Context: an optimization exercise on an open-source flow, tuned for small area and a short achievable clock period. The choices shown serve that exercise and are no tape-out recipe. Function was checked by simulation only, so behaviour that the tests miss may differ from the original. No activity file was given, so power comes from the tool's default toggle rates.

==> flow/design.v <==
package pixel_alu_pkg;
	localparam int num_pixels    = 8;
	localparam int num_channels  = 3;
	localparam int channel_width = 8;
	localparam int pixel_width   = num_channels * channel_width;
	localparam int product_width = 2 * channel_width;
	localparam logic [2:0] chan_red   = 3'b100;
	localparam logic [2:0] chan_green = 3'b010;
	localparam logic [2:0] chan_blue  = 3'b001;
	localparam logic [1:0] op_add  = 2'd0;
	localparam logic [1:0] op_sub  = 2'd1;
	localparam logic [1:0] op_mul  = 2'd2;
	localparam logic [1:0] op_hold = 2'd3;	 
	function automatic logic is_onehot(input logic [2:0] sel);
		logic hit;
		case (sel)
			chan_red, chan_green, chan_blue: begin
				hit = 1'b1;
			end
			default: begin
				hit = 1'b0;
			end
		endcase
		is_onehot = hit;
	endfunction
	function automatic logic [7:0] get_channel(
		input logic [23:0] p,
		input logic [2:0]  sel
	);
		logic [7:0] value;
		case (sel)
			chan_red: begin
				value = p[23:16];
			end
			chan_green: begin
				value = p[15:8];
			end
			chan_blue: begin
				value = p[7:0];
			end
			default: begin
				value = '0;
			end
		endcase
		get_channel = value;
	endfunction
	function automatic logic [23:0] put_channel(
		input logic [23:0] p,
		input logic [2:0]  sel,
		input logic [7:0]  value
	);
		logic [23:0] merged;
		merged = p;
		case (sel)
			chan_red: begin
				merged[23:16] = value;
			end
			chan_green: begin
				merged[15:8] = value;
			end
			chan_blue: begin
				merged[7:0] = value;
			end
			default: begin
				merged = p;
			end
		endcase
		put_channel = merged;
	endfunction
endpackage
module pixel_lane (
	input  logic [23:0] pixel,
	input  logic [7:0]  scalar,
	input  logic [2:0]  channel,
	input  logic [1:0]  op,
	output logic [23:0] lane_pixel,
	output logic        lane_carry
);
	logic [7:0]   chan_in;	 
	logic         chan_valid;
	logic         active;
	logic [8:0]   sum;
	logic [8:0]   diff;
	logic [15:0]  product;
	logic [7:0]   add_val;
	logic [7:0]   sub_val;
	logic [7:0]   mul_val;
	logic         add_c;
	logic         sub_c;
	logic         mul_c;
	logic [7:0]   chan_out;
	logic         op_carry;
	logic [23:0]  merged;
	assign chan_valid = pixel_alu_pkg::is_onehot(channel);
	assign chan_in    = pixel_alu_pkg::get_channel(pixel, channel);
	assign sum     = {1'b0, chan_in} + {1'b0, scalar};
	assign diff    = {1'b0, chan_in} - {1'b0, scalar};
	assign product = {8'd0, chan_in} * {8'd0, scalar};
	assign add_val = sum[7:0];
	assign add_c   = sum[8];
	assign sub_val = diff[7:0];
	assign sub_c   = diff[8];	 
	assign mul_val = product[7:0];
	assign mul_c   = |product[15:8];	 
	always_comb begin
		case (op)
			pixel_alu_pkg::op_add: begin
				chan_out = add_val;
				op_carry = add_c;
			end
			pixel_alu_pkg::op_sub: begin
				chan_out = sub_val;
				op_carry = sub_c;
			end
			pixel_alu_pkg::op_mul: begin
				chan_out = mul_val;
				op_carry = mul_c;
			end
			default: begin	 
				chan_out = chan_in;
				op_carry = 1'b0;
			end
		endcase
	end
	assign active = chan_valid && (op != pixel_alu_pkg::op_hold);
	always_comb begin
		if (active) begin
			merged = pixel_alu_pkg::put_channel(pixel, channel, chan_out);
		end else begin
			merged = pixel;
		end
	end
	assign lane_pixel = merged;
	assign lane_carry = active & op_carry;
endmodule
module vector_alu (
	input  logic         clk,
	input  logic         reset,
	input  logic [191:0] pixels,	 
	input  logic [7:0]   scalar,
	input  logic [2:0]   channel,
	input  logic [1:0]   op,
	output logic [191:0] result,
	output logic [7:0]   carry_out
);
	logic [191:0] next_result;
	logic [7:0]   next_carry;
	genvar i;
	generate
		for (i = 0; i < 8; i++) begin : g_lane
			pixel_lane u_lane (
				.pixel      (pixels[24*i +: 24]),
				.scalar     (scalar),
				.channel    (channel),
				.op         (op),
				.lane_pixel (next_result[24*i +: 24]),
				.lane_carry (next_carry[i])
			);
		end
	endgenerate
	always_ff @(posedge clk) begin
		if (reset) begin
			result    <= '0;
			carry_out <= '0;
		end else begin
			result    <= next_result;
			carry_out <= next_carry;
		end
	end
endmodule
==> flow/run.sh <==
#!/bin/bash
# synth_recipe.tcl (not shown) runs the flow's synth.tcl, then flattens the netlist and writes it again
# the make line also repeats each setting of config.mk as NAME=value (left out here)
make -C /OpenROAD-flow-scripts/flow DESIGN_CONFIG=/design/flow/config.mk WORK_HOME=/design/flow/orfs CLKGATE_MAP_FILE= SYNTH_SCRIPT=/design/flow/synth_recipe.tcl finish
==> flow/config.mk <==
export PLATFORM = sky130hd
export DESIGN_NAME = vector_alu
export DESIGN_NICKNAME = vector_alu
export VERILOG_FILES = /design/flow/design.v
export SDC_FILE = /design/flow/constraint.sdc
export NUM_CORES = 4
export LEC_CHECK = 0
export CAP_MARGIN = 20
export CORE_MARGIN = 2
export CORE_UTILIZATION = 40
export SLEW_MARGIN = 20
==> flow/constraint.sdc <==
create_clock -name core_clock -period 7.0 [get_ports {clk}]
set_input_delay 1.4000 -clock core_clock [delete_from_list [all_inputs] [get_ports {clk}]]
set_output_delay 1.4000 -clock core_clock [all_outputs]
set_load 0.01 [all_outputs]
==> results.sh <==
export IMPL_num_fill_cells=7329
export IMPL_maxCapViolCount=0
export IMPL_grt_max_degree=150
export IMPL_hold_start="reset"
export IMPL_start_util_pct=40.6
export IMPL_layout_commonest_cell="inv_1"
export IMPL_vias_per_cell=5.55
export IMPL_synthToLayoutAreaGrowth_pct=28.4
export IMPL_ys_warn_count=2
export IMPL_root_buffer="clkbuf_16"
export IMPL_synth_top_area_share_pct=20.1
export IMPL_status="no timing/DRC/antenna violations"
export IMPL_drc_errors=0
export IMPL_vias=30600
export IMPL_drive_gt1_share_pct=11.1
export IMPL_dr_pass1_iters=5
export IMPL_dieHeight_um=279
export IMPL_synth_edf_count=0
export IMPL_max_slew_margin_rel_pct=26.9
export IMPL_numCtsBuffers=17
export IMPL_setup_ws_ns=0.254
export IMPL_antenna_found_initial=9
export IMPL_setup_viol=0
export IMPL_slew_violations=0
export IMPL_grt_pass1_vias=29500
export IMPL_period_share_pct=96.4
export IMPL_cts_sinks=200
export IMPL_startpoint_type="input pin"
export IMPL_vdd_ir_drop_max_v=0.000198
export IMPL_synthTopCellsByArea="fa_1 20%, ha_1 18%, dfxtp_1 13%"
export IMPL_cp_max_fo=15
export IMPL_synth_ff_type="dfxtp_1"
export IMPL_hold_violations=0
export IMPL_placement_io_buffers=406
export IMPL_finish_utilization_pct=52.1
export IMPL_crit_start="channel[2]"
export IMPL_cts_tree="yes"
export IMPL_yosys_register_bits=200
export IMPL_wire_per_inst_um=22.8
export IMPL_rsz0062_at_grt="no"
export IMPL_hp_class="input pin to flop"
export IMPL_ios=407
export IMPL_preCtsSetupSlack_ns=-0.235
export IMPL_syn_inst=3867
export IMPL_dieArea_sq_um=78000
export IMPL_rows=100
export IMPL_power_mw=5.56
export IMPL_gp_congestion=0.945
export IMPL_grt_pass1_wl_um=187000
export IMPL_synthArstFlopShare_pct=0
export IMPL_period_minus_slack_ns=6.75
export IMPL_ant_nets=0
export IMPL_finalNonFillerCells=5518
export IMPL_grt_use_total_pct=32.1
export IMPL_synthesis_nets=4810
export IMPL_hpwl_um=101000
export IMPL_cp_required_ns=7.40
export IMPL_cts_buffer_depth=2
export IMPL_cp_end_kind="flop"
export IMPL_syn_area_per_cell_sq_um=7.83
export IMPL_leakagePower_nw=18.9
export IMPL_timing_hold_ws_ns=1.33
export IMPL_coreArea_sq_um=74700
export IMPL_dp_cells=5478
export IMPL_syn_area_sq_um=30300
export IMPL_die_w_um=279
export IMPL_seq_area_sq_um=4000
export IMPL_multi_input_area_sq_um=23300
export IMPL_p_per_area_nw_per_um2=143
export IMPL_htreeDepth=4
export IMPL_synth_top_cell_by_area="fa_1"
export IMPL_max_freq_ghz=0.148
export IMPL_ys_seq_area_share_pct=13.2
export IMPL_drt_iter0_markers=2739
export IMPL_clkTransAtPathRegs_ns=0.10
export IMPL_criticalPathCategory="input pin to flop"
export IMPL_arrival_ns=7.15
export IMPL_wirelength_um=126000
export IMPL_layout_common_cells="633 x inv_1, 579 x nor2_1, 432 x ha_1"
export IMPL_grt_overflow=0
export IMPL_fin_nets=5472
export IMPL_tightest_slew_ns=1.08
export IMPL_synth_cell_types=82
==> logic make-up after synthesis <==
group | count (synthesis) | synth area share, %
compound gates | 871 | 19.2
buf+inv | 814 | 10.1
mux | 24 | 0.809
xor+xnor | 78 | 2.25
flops | 200 | 13.2
simple gates | 1144 | 16.5
fa+ha+maj | 736 | 37.9
==> power breakdown <==
| group | total (mW) | internal, mW | switching [mW] | leakage (nW) |
|---|---|---|---|---|
| logic | 3.20 | 1.39 | 1.81 | 16.9 |
| clock network | 1.12 | 0.492 | 0.629 | 0.300 |
| registers | 1.24 | 1.22 | 0.0266 | 1.67 |
==> critical path, stage by stage <==
cell and delay, ns:
clkdlybuf4s50_1 0.60, nor2b_4 0.24, buf_12 0.19, a22oi_1 0.08, nor2_1 0.09, a21oi_1 0.06
buf_4 0.17, inv_1 0.17, ha_1 0.20, inv_1 0.07, fa_1 0.51, inv_1 0.05
ha_1 0.28, inv_1 0.06, fa_1 0.43, fa_1 0.50, inv_1 0.04, ha_1 0.29
o21ai_0 0.12, o211a_1 0.24, nor3_2 0.33, a31oi_1 0.14, o21ai_1 0.13, nor4b_1 0.28
nand4_1 0.15, o31a_1 0.31
==> state kept, by name (all words and copies together) (netlist names) <==
name and cells:
result 192, carry_out 8
==> through the flow <==
step,area [sq um],TNS (ns)
detailed placement,38200,-1.45
CTS,38800,0
floorplan,30300,0
finish,38900,0
global placement,38200,-0.670
global route,38900,0
==> repair_timing <==
item | CTS | global route
resized for setup | 0 | 6
setup endpoints to repair | 0 | 2
hold buffers | 0 | 0
buffers inserted | 0 | 0
==> layout make-up <==
cell class / count / share of cell area (%)
multi-input cells: 2853 / 59.9
repair buffers: 815 / 18.9
flip-flops and latches: 200 / 10.3
inverters: 642 / 6.19
well taps: 969 / 3.12
clock buffers: 17 / 1.09
clock inverters: 15 / 0.508
diodes: 7 / 0.0450
==> synthesized netlist by cell type (5+ instances only) <==
library cell  number
a2111oi_0          5
a211oi_1         152
a21boi_0          11
a21o_1            38
a21oi_1          238
a21oi_2            5
a22oi_1           78
a31oi_1           14
and2_1            60
and3_1            11
buf_1             22
clkbuf_1         146
dfxtp_1          200
fa_1             304
ha_1             432
inv_1            638
mux2i_1           20
nand2_1          267
nand2b_1          19
nand3_1           22
nand3b_1          22
nor2_1           580
nor2b_1           32
nor3_1            71
nor3b_1            8
nor4_1             9
o2111ai_1          5
o211ai_1           7
o21a_1            33
o21ai_0          125
o21ai_1           16
o21bai_1          29
o22ai_1           13
o31ai_1            5
o32a_1             6
o41ai_1           26
or2_2              6
or3_1             22
xnor2_1           54
xor2_1            24
==> routing by layer <==
metal / up-vias / wire [um] / global-route usage, %
met2: 1505 / 52900 / 47.6
met3: 192 / 12000 / 6.33
met4: 2 / 4190 / 11.3
met5: - / 13 / 0
li1: 14100 / - / -
met1: 14800 / 57000 / 46.2
==> worst paths after layout <==
check / end / slack, ns / cells past startpoint
setup / recovery: carry_out[7]$_SDFF_PP0_ / 0.25 / 26
hold / removal: result[180]$_SDFF_PP0_ / 1.33 / 2

[port drivers added, routing unchanged]
Ports are ideal in the flow. The routed layout listed here was re-timed in OpenROAD. Step 1 assumes that a clkbuf_16 drives the clock port and a buf_2 every other input. Step 2 also shifts input and output timing later by t, the mid clock arrival at the registers, as if the neighbouring blocks saw the same clock. Slacks: ideal / step 1 / step 2; pairs: ideal / step 1.
t (ns): 0.565
slack for setup (ns): 0.254 / 0.277 / -0.287
worst hold slack (ns): 1.330 / 1.309 / 1.873
cell pins on the clock port's net: 1
Met with ideal ports but missed after step 2: setup timing in this run. For this run, drivers alone change the setup slack by +0.023 ns; drivers and shift together by -0.541 ns.
